This design comes from an exercise in tuning for small area, a short achievable clock period and few clock cycles on the open sky130 flow, not from production work.
Function was checked by simulation only, so behaviour that the tests miss may differ from the original.
Power figures rest on the tool's default switching activity, not on a simulated workload.

--- flow/config.mk ---
export PLATFORM = sky130hd
export DESIGN_NAME = bankers_deadlock_avoidance
export DESIGN_NICKNAME = bankers_deadlock_avoidance
export VERILOG_FILES = /design/flow/design.v
export SDC_FILE = /design/flow/constraint.sdc
export NUM_CORES = 4
export LEC_CHECK = 0
export CAP_MARGIN = 20
export CORE_MARGIN = 2
export CORE_UTILIZATION = 40
export PLACE_DENSITY = 0.6
export SLEW_MARGIN = 20
--- flow/constraint.sdc ---
create_clock -name core_clock -period 8.0 [get_ports {clk}]
set_input_delay 1.6000 -clock core_clock [delete_from_list [all_inputs] [get_ports {clk}]]
set_output_delay 1.6000 -clock core_clock [all_outputs]
set_load 0.01 [all_outputs]
--- flow/design.v ---
package bda_pkg;
  localparam int PROCESS_COUNT  = 16;
  localparam int RESOURCE_COUNT = 8;
  localparam int UNIT_WIDTH     = 8;
  localparam int PROC_W = $clog2(PROCESS_COUNT);
  localparam int RES_W  = $clog2(RESOURCE_COUNT);
  localparam int PCNT_W = $clog2(PROCESS_COUNT + 1);
  localparam int RCNT_W = $clog2(RESOURCE_COUNT + 1);
  localparam int ROW_W  = RESOURCE_COUNT * UNIT_WIDTH;
  localparam int RAM_W  = 3 * ROW_W;
  localparam int CFG_P_W = 5;
  localparam int CFG_R_W = 4;
  localparam logic [1:0] OP_LOAD_AVAIL = 2'd0;
  localparam logic [1:0] OP_LOAD_CLAIM = 2'd1;
  localparam logic [1:0] OP_REQUEST    = 2'd2;
  localparam logic [1:0] OP_RELEASE    = 2'd3;
  localparam logic [2:0] ST_GRANTED = 3'd0;
  localparam logic [2:0] ST_NEED    = 3'd1;
  localparam logic [2:0] ST_UNAVAIL = 3'd2;
  localparam logic [2:0] ST_UNSAFE  = 3'd3;
  localparam logic [2:0] ST_DONE    = 3'd4;
  localparam logic CFG_IDX_PROC = 1'b0;
  localparam logic CFG_IDX_RES  = 1'b1;
  typedef struct packed {
    logic       cap;         
    logic       sel_walk;    
    logic       wr_claim;
    logic       wr_grant;
    logic       wr_rollback;
    logic       wr_release;
    logic       walk_init;
    logic       walk_eval;
    logic       clr_pend;
    logic       set_st;
    logic [2:0] st;
    logic       load_out;
  } bda_cmd_t;
  typedef struct packed {
    logic [1:0] op;
    logic       proc_ok;
    logic       chk_fail;
    logic [2:0] chk_st;
    logic       walk_last;
    logic       all_done;
    logic       progress;
  } bda_sts_t;
endpackage
module bda_ram #(
  parameter int WIDTH = 8,
  parameter int DEPTH = 16
) (
  input  logic                     clk,
  input  logic                     we,
  input  logic [$clog2(DEPTH)-1:0] waddr,
  input  logic [WIDTH-1:0]         wdata,
  input  logic [$clog2(DEPTH)-1:0] raddr,
  output logic [WIDTH-1:0]         rdata
);
  logic [WIDTH-1:0] mem [DEPTH];
  always_ff @(posedge clk) begin
    if (we) begin
      mem[waddr] <= wdata;
    end
    rdata <= mem[raddr];
  end
endmodule
import bda_pkg::*;
module bda_ctrl (
  input  logic       clk,
  input  logic       rst_n,
  input  logic       in_valid,
  output logic       in_stall,
  input  logic [1:0] in_operation,
  input  logic       in_last,
  output logic       out_valid,
  input  logic       out_stall,
  output bda_pkg::bda_cmd_t cmd,
  input  bda_pkg::bda_sts_t sts
);
  localparam logic [3:0] S_IDLE  = 4'd0;
  localparam logic [3:0] S_DISP  = 4'd1;
  localparam logic [3:0] S_CLAIM = 4'd2;
  localparam logic [3:0] S_REL   = 4'd3;
  localparam logic [3:0] S_CHECK = 4'd4;
  localparam logic [3:0] S_WINIT = 4'd5;
  localparam logic [3:0] S_WRD   = 4'd6;
  localparam logic [3:0] S_WEV   = 4'd7;
  localparam logic [3:0] S_RBRD  = 4'd8;
  localparam logic [3:0] S_RBWR  = 4'd9;
  localparam logic [3:0] S_FIN   = 4'd10;
  logic [3:0] state_r, state_nxt;
  logic       out_valid_r, out_valid_nxt;
  logic       accept;
  assign in_stall  = (state_r != S_IDLE);
  assign out_valid = out_valid_r;
  assign accept    = in_valid && !in_stall;
  always_comb begin
    state_nxt = state_r;
    cmd       = '0;
    cmd.st    = ST_DONE;
    case (state_r)
      S_IDLE: begin
        if (accept) begin
          cmd.cap = 1'b1;
          if (!(in_operation == OP_REQUEST && !in_last)) begin
            state_nxt = S_DISP;
          end
        end
      end
      S_DISP: begin
        case (sts.op)
          OP_LOAD_AVAIL: state_nxt = S_FIN;
          OP_LOAD_CLAIM: state_nxt = sts.proc_ok ? S_CLAIM : S_FIN;
          OP_RELEASE:    state_nxt = sts.proc_ok ? S_REL : S_FIN;
          OP_REQUEST: begin
            if (sts.proc_ok) begin
              state_nxt = S_CHECK;
            end else begin
              cmd.set_st   = 1'b1;
              cmd.st       = ST_NEED;
              cmd.clr_pend = 1'b1;
              state_nxt    = S_FIN;
            end
          end
          default: state_nxt = S_FIN;
        endcase
      end
      S_CLAIM: begin
        cmd.wr_claim = 1'b1;
        state_nxt    = S_FIN;
      end
      S_REL: begin
        cmd.wr_release = 1'b1;
        state_nxt      = S_FIN;
      end
      S_CHECK: begin
        if (sts.chk_fail) begin
          cmd.set_st   = 1'b1;
          cmd.st       = sts.chk_st;
          cmd.clr_pend = 1'b1;
          state_nxt    = S_FIN;
        end else begin
          cmd.wr_grant = 1'b1;
          state_nxt    = S_WINIT;
        end
      end
      S_WINIT: begin
        cmd.walk_init = 1'b1;
        state_nxt     = S_WRD;
      end
      S_WRD: begin
        cmd.sel_walk = 1'b1;
        state_nxt    = S_WEV;
      end
      S_WEV: begin
        cmd.walk_eval = 1'b1;
        state_nxt     = S_WRD;
        if (sts.walk_last) begin
          if (sts.all_done) begin
            cmd.set_st   = 1'b1;
            cmd.st       = ST_GRANTED;
            cmd.clr_pend = 1'b1;
            state_nxt    = S_FIN;
          end else if (!sts.progress) begin
            state_nxt = S_RBRD;
          end
        end
      end
      S_RBRD: begin
        state_nxt = S_RBWR;
      end
      S_RBWR: begin
        cmd.wr_rollback = 1'b1;
        cmd.set_st      = 1'b1;
        cmd.st          = ST_UNSAFE;
        cmd.clr_pend    = 1'b1;
        state_nxt       = S_FIN;
      end
      S_FIN: begin
        if (!out_valid_r || !out_stall) begin
          cmd.load_out = 1'b1;
          state_nxt    = S_IDLE;
        end
      end
      default: state_nxt = S_IDLE;
    endcase
  end
  always_comb begin
    out_valid_nxt = out_valid_r;
    if (cmd.load_out) begin
      out_valid_nxt = 1'b1;
    end else if (out_valid_r && !out_stall) begin
      out_valid_nxt = 1'b0;
    end
  end
  always_ff @(posedge clk) begin
    if (!rst_n) begin
      state_r     <= S_IDLE;
      out_valid_r <= 1'b0;
    end else begin
      state_r     <= state_nxt;
      out_valid_r <= out_valid_nxt;
    end
  end
endmodule
import bda_pkg::*;
module bda_dp (
  input  logic              clk,
  input  logic              rst_n,
  input  logic [1:0]        in_operation,
  input  logic [3:0]        in_process,
  input  logic [2:0]        in_resource,
  input  logic [7:0]        in_amount,
  input  logic [PCNT_W-1:0] np,
  input  logic [RCNT_W-1:0] nr,
  input  bda_pkg::bda_cmd_t cmd,
  output bda_pkg::bda_sts_t sts,
  output logic [2:0]        out_status,
  output logic [3:0]        out_process_echo
);
  function automatic logic [UNIT_WIDTH-1:0] sat_add(input logic [UNIT_WIDTH-1:0] a,
                                                     input logic [UNIT_WIDTH-1:0] b);
    logic [UNIT_WIDTH:0] s;
    s = {1'b0, a} + {1'b0, b};
    sat_add = s[UNIT_WIDTH] ? {UNIT_WIDTH{1'b1}} : s[UNIT_WIDTH-1:0];
  endfunction
  logic [1:0]            op_r;
  logic [PROC_W-1:0]     proc_r;
  logic [RES_W-1:0]      res_r;
  logic [UNIT_WIDTH-1:0] amt_r;
  logic [UNIT_WIDTH-1:0] avail_r [RESOURCE_COUNT];
  logic [UNIT_WIDTH-1:0] pend_r  [RESOURCE_COUNT];
  logic [UNIT_WIDTH-1:0] work_r  [RESOURCE_COUNT];
  logic [PROCESS_COUNT-1:0] fin_r;
  logic [PCNT_W-1:0]     done_r;
  logic                  prog_r;
  logic [PROC_W-1:0]     walk_p_r;
  logic [PROCESS_COUNT-1:0] row_vld_r;
  logic                  vld_q_r;
  logic [2:0]            st_r;
  logic [2:0]            out_status_r;
  logic [PROC_W-1:0]     out_proc_r;
  logic [PROC_W-1:0]     raddr;
  logic [RAM_W-1:0]      rdata, row, wdata;
  logic                  we;
  logic [UNIT_WIDTH-1:0] max_v [RESOURCE_COUNT];
  logic [UNIT_WIDTH-1:0] alc_v [RESOURCE_COUNT];
  logic [UNIT_WIDTH-1:0] need_v [RESOURCE_COUNT];
  logic [RESOURCE_COUNT-1:0] act, bad_need, bad_av, fit_j;
  logic                  fit;
  logic [2:0]            chk_st;
  logic [PCNT_W-1:0]     done_sum;
  assign raddr = cmd.sel_walk ? walk_p_r : proc_r;
  assign we    = cmd.wr_claim | cmd.wr_grant | cmd.wr_rollback | cmd.wr_release;
  bda_ram #(.WIDTH(RAM_W), .DEPTH(PROCESS_COUNT)) u_rows (
    .clk   (clk),
    .we    (we),
    .waddr (proc_r),
    .wdata (wdata),
    .raddr (raddr),
    .rdata (rdata)
  );
  assign row = vld_q_r ? rdata : '0;
  always_comb begin
    for (int j = 0; j < RESOURCE_COUNT; j++) begin
      max_v[j]  = row[2*ROW_W + j*UNIT_WIDTH +: UNIT_WIDTH];
      alc_v[j]  = row[ROW_W + j*UNIT_WIDTH +: UNIT_WIDTH];
      need_v[j] = row[j*UNIT_WIDTH +: UNIT_WIDTH];
      act[j]    = (RCNT_W'(j) < nr);
      bad_need[j] = act[j] && (pend_r[j] > need_v[j]);
      bad_av[j]   = act[j] && (pend_r[j] > avail_r[j]);
      fit_j[j]    = !act[j] || (need_v[j] <= work_r[j]);
    end
    fit    = !fin_r[walk_p_r] && (&fit_j);
    chk_st = ST_NEED;
    for (int j = RESOURCE_COUNT - 1; j >= 0; j--) begin
      if (bad_need[j] || bad_av[j]) begin
        chk_st = bad_need[j] ? ST_NEED : ST_UNAVAIL;
      end
    end
  end
  always_comb begin
    logic [UNIT_WIDTH-1:0] m, a, n;
    wdata = row;
    for (int j = 0; j < RESOURCE_COUNT; j++) begin
      m = max_v[j];
      a = alc_v[j];
      n = need_v[j];
      if (cmd.wr_claim && RES_W'(j) == res_r) begin
        m = amt_r;
        a = '0;
        n = amt_r;
      end
      if (act[j]) begin
        if (cmd.wr_grant) begin
          a = alc_v[j] + pend_r[j];
          n = need_v[j] - pend_r[j];
        end
        if (cmd.wr_rollback) begin
          a = alc_v[j] - pend_r[j];
          n = need_v[j] + pend_r[j];
        end
        if (cmd.wr_release) begin
          a = '0;
          n = max_v[j];
        end
      end
      wdata[2*ROW_W + j*UNIT_WIDTH +: UNIT_WIDTH] = m;
      wdata[ROW_W + j*UNIT_WIDTH +: UNIT_WIDTH]   = a;
      wdata[j*UNIT_WIDTH +: UNIT_WIDTH]           = n;
    end
  end
  assign done_sum = done_r + PCNT_W'(fit);
  always_comb begin
    sts           = '0;
    sts.op        = op_r;
    sts.proc_ok   = ({1'b0, proc_r} < np);
    sts.chk_fail  = |(bad_need | bad_av);
    sts.chk_st    = chk_st;
    sts.walk_last = ({1'b0, walk_p_r} == np - PCNT_W'(1));
    sts.all_done  = (done_sum == np);
    sts.progress  = prog_r | fit;
  end
  always_ff @(posedge clk) begin
    if (!rst_n) begin
      row_vld_r <= '0;
      fin_r     <= '0;
      done_r    <= '0;
      prog_r    <= 1'b0;
      walk_p_r  <= '0;
      vld_q_r   <= 1'b0;
      for (int j = 0; j < RESOURCE_COUNT; j++) begin
        avail_r[j] <= '0;
        pend_r[j]  <= '0;
      end
    end else begin
      vld_q_r <= row_vld_r[raddr];
      if (we) begin
        row_vld_r[proc_r] <= 1'b1;
      end
      if (cmd.cap && in_operation == OP_LOAD_AVAIL) begin
        avail_r[in_resource] <= in_amount[UNIT_WIDTH-1:0];
      end
      if (cmd.cap && in_operation == OP_REQUEST) begin
        pend_r[in_resource] <= in_amount[UNIT_WIDTH-1:0];
      end
      for (int j = 0; j < RESOURCE_COUNT; j++) begin
        if (act[j]) begin
          if (cmd.wr_grant)    avail_r[j] <= avail_r[j] - pend_r[j];
          if (cmd.wr_rollback) avail_r[j] <= avail_r[j] + pend_r[j];
          if (cmd.wr_release)  avail_r[j] <= sat_add(avail_r[j], alc_v[j]);
        end
        if (cmd.clr_pend) pend_r[j] <= '0;
      end
      if (cmd.walk_init) begin
        fin_r    <= '0;
        done_r   <= '0;
        prog_r   <= 1'b0;
        walk_p_r <= '0;
      end
      if (cmd.walk_eval) begin
        if (fit) begin
          fin_r[walk_p_r] <= 1'b1;
        end
        done_r <= done_sum;
        if (sts.walk_last) begin
          walk_p_r <= '0;
          prog_r   <= 1'b0;
        end else begin
          walk_p_r <= walk_p_r + PROC_W'(1);
          prog_r   <= prog_r | fit;
        end
      end
    end
  end
  always_ff @(posedge clk) begin
    if (cmd.cap) begin
      op_r   <= in_operation;
      proc_r <= in_process;
      res_r  <= in_resource;
      amt_r  <= in_amount[UNIT_WIDTH-1:0];
      st_r   <= ST_DONE;
    end else if (cmd.set_st) begin
      st_r <= cmd.st;
    end
    for (int j = 0; j < RESOURCE_COUNT; j++) begin
      if (cmd.walk_init) begin
        work_r[j] <= avail_r[j];
      end else if (cmd.walk_eval && fit && act[j]) begin
        work_r[j] <= sat_add(work_r[j], alc_v[j]);
      end
    end
    if (cmd.load_out) begin
      out_status_r <= st_r;
      out_proc_r   <= proc_r;
    end
  end
  assign out_status       = out_status_r;
  assign out_process_echo = out_proc_r;
endmodule
import bda_pkg::*;
module bankers_deadlock_avoidance (
  input  logic        clk,
  input  logic        rst_n,
  input  logic        in_valid,
  output logic        in_stall,
  input  logic [1:0]  in_operation,
  input  logic [3:0]  in_process,
  input  logic [2:0]  in_resource,
  input  logic [7:0]  in_amount,
  input  logic        in_last,
  output logic        out_valid,
  input  logic        out_stall,
  output logic [2:0]  out_status,
  output logic [3:0]  out_process_echo,
  input  logic        psel,
  input  logic        penable,
  input  logic        pwrite,
  input  logic [2:0]  paddr,
  input  logic [31:0] pwdata,
  output logic [31:0] prdata,
  output logic        pready
);
  logic [CFG_P_W-1:0] act_p_r;
  logic [CFG_R_W-1:0] act_r_r;
  logic [PCNT_W-1:0]  np;
  logic [RCNT_W-1:0]  nr;
  logic               cfg_wr;
  bda_pkg::bda_cmd_t  cmd;
  bda_pkg::bda_sts_t  sts;
  assign pready = 1'b1;
  assign cfg_wr = psel && penable && pwrite;
  always_ff @(posedge clk) begin
    if (!rst_n) begin
      act_p_r <= CFG_P_W'(PROCESS_COUNT);
      act_r_r <= CFG_R_W'(RESOURCE_COUNT);
    end else if (cfg_wr) begin
      if (paddr[2] == CFG_IDX_PROC) act_p_r <= pwdata[CFG_P_W-1:0];
      if (paddr[2] == CFG_IDX_RES)  act_r_r <= pwdata[CFG_R_W-1:0];
    end
  end
  assign prdata = (paddr[2] == CFG_IDX_RES) ? 32'(act_r_r) : 32'(act_p_r);
  always_comb begin
    if (act_p_r == '0)                          np = PCNT_W'(1);
    else if (32'(act_p_r) > PROCESS_COUNT)      np = PCNT_W'(PROCESS_COUNT);
    else                                        np = PCNT_W'(act_p_r);
    if (act_r_r == '0)                          nr = RCNT_W'(1);
    else if (32'(act_r_r) > RESOURCE_COUNT)     nr = RCNT_W'(RESOURCE_COUNT);
    else                                        nr = RCNT_W'(act_r_r);
  end
  bda_ctrl u_ctrl (
    .clk          (clk),
    .rst_n        (rst_n),
    .in_valid     (in_valid),
    .in_stall     (in_stall),
    .in_operation (in_operation),
    .in_last      (in_last),
    .out_valid    (out_valid),
    .out_stall    (out_stall),
    .cmd          (cmd),
    .sts          (sts)
  );
  bda_dp u_dp (
    .clk              (clk),
    .rst_n            (rst_n),
    .in_operation     (in_operation),
    .in_process       (in_process),
    .in_resource      (in_resource),
    .in_amount        (in_amount),
    .np               (np),
    .nr               (nr),
    .cmd              (cmd),
    .sts              (sts),
    .out_status       (out_status),
    .out_process_echo (out_process_echo)
  );
endmodule
--- flow/run.sh ---
#!/bin/bash
# synth_recipe.tcl (not shown) runs the flow's synth.tcl, then flattens the netlist and writes it again
# the make line also repeats each setting of config.mk as NAME=value (left out here)
make -C /OpenROAD-flow-scripts/flow DESIGN_CONFIG=/design/flow/config.mk WORK_HOME=/design/flow/orfs CLKGATE_MAP_FILE= SYNTH_SCRIPT=/design/flow/synth_recipe.tcl finish
==> metrics.md <==
| Metric | Value |
|---|---|
| Crit-path max cell delay | roughly 0.9 ns |
| DRT Pass-1 Iters | 6 |
| Largest net degree at the start of global routing | between 100 and 150 |
| Top cells by area, synth | edfxtp_1 62%, mux4_2 11%, ha_1 4.2%, dfxtp_1 3.2%, nand2_1 2.3% |
| Worst VDD drop | between 0.15 and 0.2 mV |
| Max Cap Viol | 0 |
| Final Hold Vio Count | 0 |
| Post-CTS Resized | 0 |
| Cells after Synth | ~10000 |
| Min Clock Period, post-route | 7.38 ns |
| Via count | a little under 100k |
| Pins Over Slew Limit | 0 |
| CP Capture Type | flip-flop |
| Total power | ~53 mW |
| Clock sink total | roughly 3500 |
| Number of global-route vias before repair | ~95000 |
| Sum of buffers and inverters on the critical path | 5 |
| # nets final | roughly 11000 |
| Worst Setup SP | u_dp.vld_q_r |
| Hold_sp | u_dp.fin_r[12] |
| Post-route setup TNS | 0 ns |
| Final setup viols | 0 |
| Clk Latency, worst-skew pair | approximately 1 ns |
| Worst reg2reg path endpoint | u_dp.pend_r[6][0] |
| Hold depth | 2 |
| CTS root buf | clkbuf_16 |
| CP delay by family, top | compound AO/OA/AOI/OAI gates |
| Worst hold path type | flip-flop to flip-flop |
| Placed Cells | ~16000 |
| Total track usage | between 20% and 30% |
| Min-Delay Endpoint | u_dp.fin_r[12] |
| Post-synth top area share | between 60 and 70% |
| Status | timing/DRC/antenna clean |
| Die area | around 0.40 mm² |
| Num CTS Buffers | approximately 360 |
| Distinct cell type count after synthesis | 88 |
| Critical Path Source Type | flip-flop |
| Clock Path Buffers | 4 |
| Slew at the pin with the worst max-slew slack | between 1 and 1.5 ns |
| CORE AREA | 0.395 mm² |
| Final ANT Viol Nets | 0 |
| WHS | approximately 0.44 ns |
| Max-Slew Margin vs Limit | 21.4% |
| Drt total wl | roughly 470 mm |
| Setup Skew | just under 0.09 ns |
| Synth Flop Type | edfxtp_1 |
| Yosys warning total | 8 |
| Grt total ovfl | 0 |
| Most frequent cells after synthesis | 3288 x edfxtp_1, 956 x nand2_1, 774 x mux4_2 |
| Reg2Reg Depth | 25 |
| Hold_buf cts | 0 |
| Setup bufs post-CTS | 0 |
| PD cells | about 300 mW/mm² |
| Seq cells post-synth | around 3500 |
| Period utilisation layout | between 90 and 100% |
| Vias per inst | about 5.9 |
| Initial antenna violation count | 26 |
| Final core occ | 45.6% |
| Reg2reg setup slack | between 0.6 and 0.7 ns |
| Clock Pin Slew Worst Setup and Hold Paths | roughly 0.060 ns |
| Initial core utilization | 40.1% |
| WS Path Type | flip-flop to flip-flop |
| Most common cell in the netlist | edfxtp_1 |
| Largest area contributor in the netlist | edfxtp_1 |
| Setup repair after global routing missed its margin | no |
| Leak | approximately 62 nW |
| Post-synth ARST share | 0% |
| Port bufs | 44 |
| Finished Layout Cells | between 15000 and 20000 |
| Post-synthesis to final-layout area growth | 13.5% |
| Sequential area share after synthesis | between 60% and 70% |
| Post-Syn Area | between 0.15 and 0.2 mm² |
| Crit Path Max Fanout | 40 |
| Worst Path Arrival | 7.92 ns |
| Rows | 231 |
| Post-synth EDFFs | around 3300 |
| HPWL after DPL | approximately 290 mm |
| Worst path required time | about 8.5 ns |
| CTS tree | built |
| Die Y | approximately 630 µm |
| I/O pin cnt | roughly 100 |
| Share of cells above drive strength 1 | between 15 and 20% |
| H-tree depth | 5 |
| Global-route wire length before repair | 674 mm |
| Logic depth of the worst path, buffers included | 25 |
| Reg2Reg Launch Point | u_dp.vld_q_r |
| Mean Syn Cell Area | 15.2 µm² |
| Residual DRC count | 0 |
| Slowest CP cell | a21oi_1 |
| DR iter-0 viols | roughly 11000 |
| F_max | ~140 MHz |
| Routability Congestion | about 0.94 |
| WL per Instance | 28.8 µm |
| Filler cells | about 34000 |
| DIE WIDTH | 634 µm |
flip-flops by register name, summed over array words and instances (netlist names), 2 cells and up:
signal	cells
u_dp.u_rows.mem	3072
u_dp.u_rows.rdata	192
u_dp.avail_r	64
u_dp.pend_r	64
u_dp.work_r	64
u_dp.fin_r	16
u_dp.row_vld_r	16
u_dp.amt_r	8
act_p_r	5
u_dp.done_r	5
act_r_r	4
u_ctrl.state_r	4
u_dp.out_proc_r	4
u_dp.proc_r	4
u_dp.walk_p_r	4
u_dp.out_status_r	3
u_dp.res_r	3
u_dp.st_r	3
u_dp.op_r	2
layout make-up:
type / instances / area (µm²) / area share (%)
timing repair buffer: 429 / 4420 / 2.45
multi-input combinational: 5963 / 51700 / 28.7
inverter: 410 / 1540 / 0.854
tap: 5242 / 6560 / 3.64
clock buffer: 493 / 9990 / 5.55
antenna: 23 / 57.6 / 0.0319
sequential: 3540 / 104000 / 57.6
clock inverter: 184 / 2070 / 1.15
how the worst max path moves through the flow:
| stage | to | slack [ns] |
|---|---|---|
| 2_1_floorplan | u_dp.u_rows.mem[1][0] | 0.004 |
| 3_3_place_gp | u_dp.pend_r[5][2] | 0.62 |
| 3_5_place_dp | u_dp.pend_r[5][2] | 0.74 |
| 4_1_cts | u_dp.pend_r[1][7] | 0.77 |
| 5_1_grt | u_dp.pend_r[1][7] | 0.33 |
| 6_report | u_dp.pend_r[6][0] | 0.62 |
cells in the final DEF (no fill, tap or decap), types with 34 or more instances in the layout:
| cell type | count |
|---|---|
| clkbuf_16 | 371 |
| ha_1 | 528 |
| o21bai_1 | 82 |
| o21a_1 | 34 |
| a21o_1 | 105 |
| inv_1 | 409 |
| dfxtp_1 | 251 |
| nor2_1 | 414 |
| xor2_1 | 55 |
| nor3_1 | 84 |
| edfxtp_1 | 3288 |
| o22ai_1 | 53 |
| nand2b_1 | 48 |
| a31oi_1 | 240 |
| a21oi_1 | 471 |
| mux4_2 | 774 |
| buf_12 | 91 |
| buf_4 | 288 |
| o21ai_0 | 471 |
| clkbuf_1 | 97 |
| nor2b_1 | 56 |
| a211oi_1 | 236 |
| fa_1 | 48 |
| and2_1 | 335 |
| nand2_1 | 950 |
| xnor2_1 | 187 |
| clkdlybuf4s50_1 | 35 |
| clkinv_2 | 62 |
| a32oi_1 | 34 |
| clkinv_1 | 43 |
| nand3_1 | 136 |
metrics by stage:
stage | setup WS, ns | area, µm²
after global placement | 0.616 | 168000
after detailed placement | 0.739 | 168000
after global routing | 0.325 | 180000
after CTS | 0.775 | 180000
final | 0.619 | 180000
after floorplan | 0.00424 | 159000
metal layers:
metal  share of wire, %  vias up  global-route usage [%]
li1                   -    41213                       -
met1                 43    50399                    32.3
met2                 46     3952                    36.4
met3                7.4      730                    3.61
met4                3.5       11                    7.52
met5              0.021        -                       0
kinds of logic (layout without fill, tap and decap cells):
kind of cell	after synthesis	after routing	share of synthesized area (%)
AOI/OAI and AO/OA	2136	2136	8.61
xor gates and xnor gates	242	242	1.34
adders and majority gates	576	576	4.77
buffers and inverters	979	1516	2.42
DFF	3540	3540	65.4
muxes	808	808	11.2
other	2	51	0.00473
and+or+nand+nor	2173	2173	6.24
worst reg2reg max path, delay by kind of cell, from the launching register on:
| kind | cells | cell delay, ns |
|---|---|---|
| xor+xnor | 1 | 0.27 |
| buf+inv | 5 | 1.52 |
| compound gates | 10 | 2.51 |
| flops | 1 | 0.80 |
| fa+ha+maj | 3 | 0.71 |
| simple gates | 6 | 1.17 |
power by group:
group | switching [mW] | total [mW] | internal, mW
Sequential | 0.989 | 23.5 | 22.5
Clock | 7.27 | 17.2 | 9.89
Combinational | 7.55 | 12.0 | 4.42
Total | 15.8 | 52.6 | 36.8
Testbench counts, summed over its fixed seeds: cycles 70,255.

==> port drivers added, routing unchanged <==
The results above use ideal ports. As a check the final layout listed here was re-extracted and re-timed, cells and wires unchanged. Step 1: set_driving_cell puts a clkbuf_16 on clk and a buf_2 on each other input, an assumption about the parent block. Step 2 adds t to the input delays and takes it off the output delays; t is the mean of the earliest and latest rising clock arrival at the registers after step 1. Input paths then give back, and output paths get back, about the clock's delay inside the block. a / b / c = ideal / step 1 / step 2; a / b = the first two.
shift t [ns]: 1.052
setup WS [ns]: 0.619 / 0.619 / 0.619
hold WS [ns]: 0.442 / 0.442 / 0.442
clock arrival spread, ns: 0.089 / 0.088
worst slew at a driven data input, ns: 0.18
After both steps setup and hold are still met in this run. For this run, drivers alone change the setup slack by 0.000 ns; drivers and shift together by 0.000 ns.
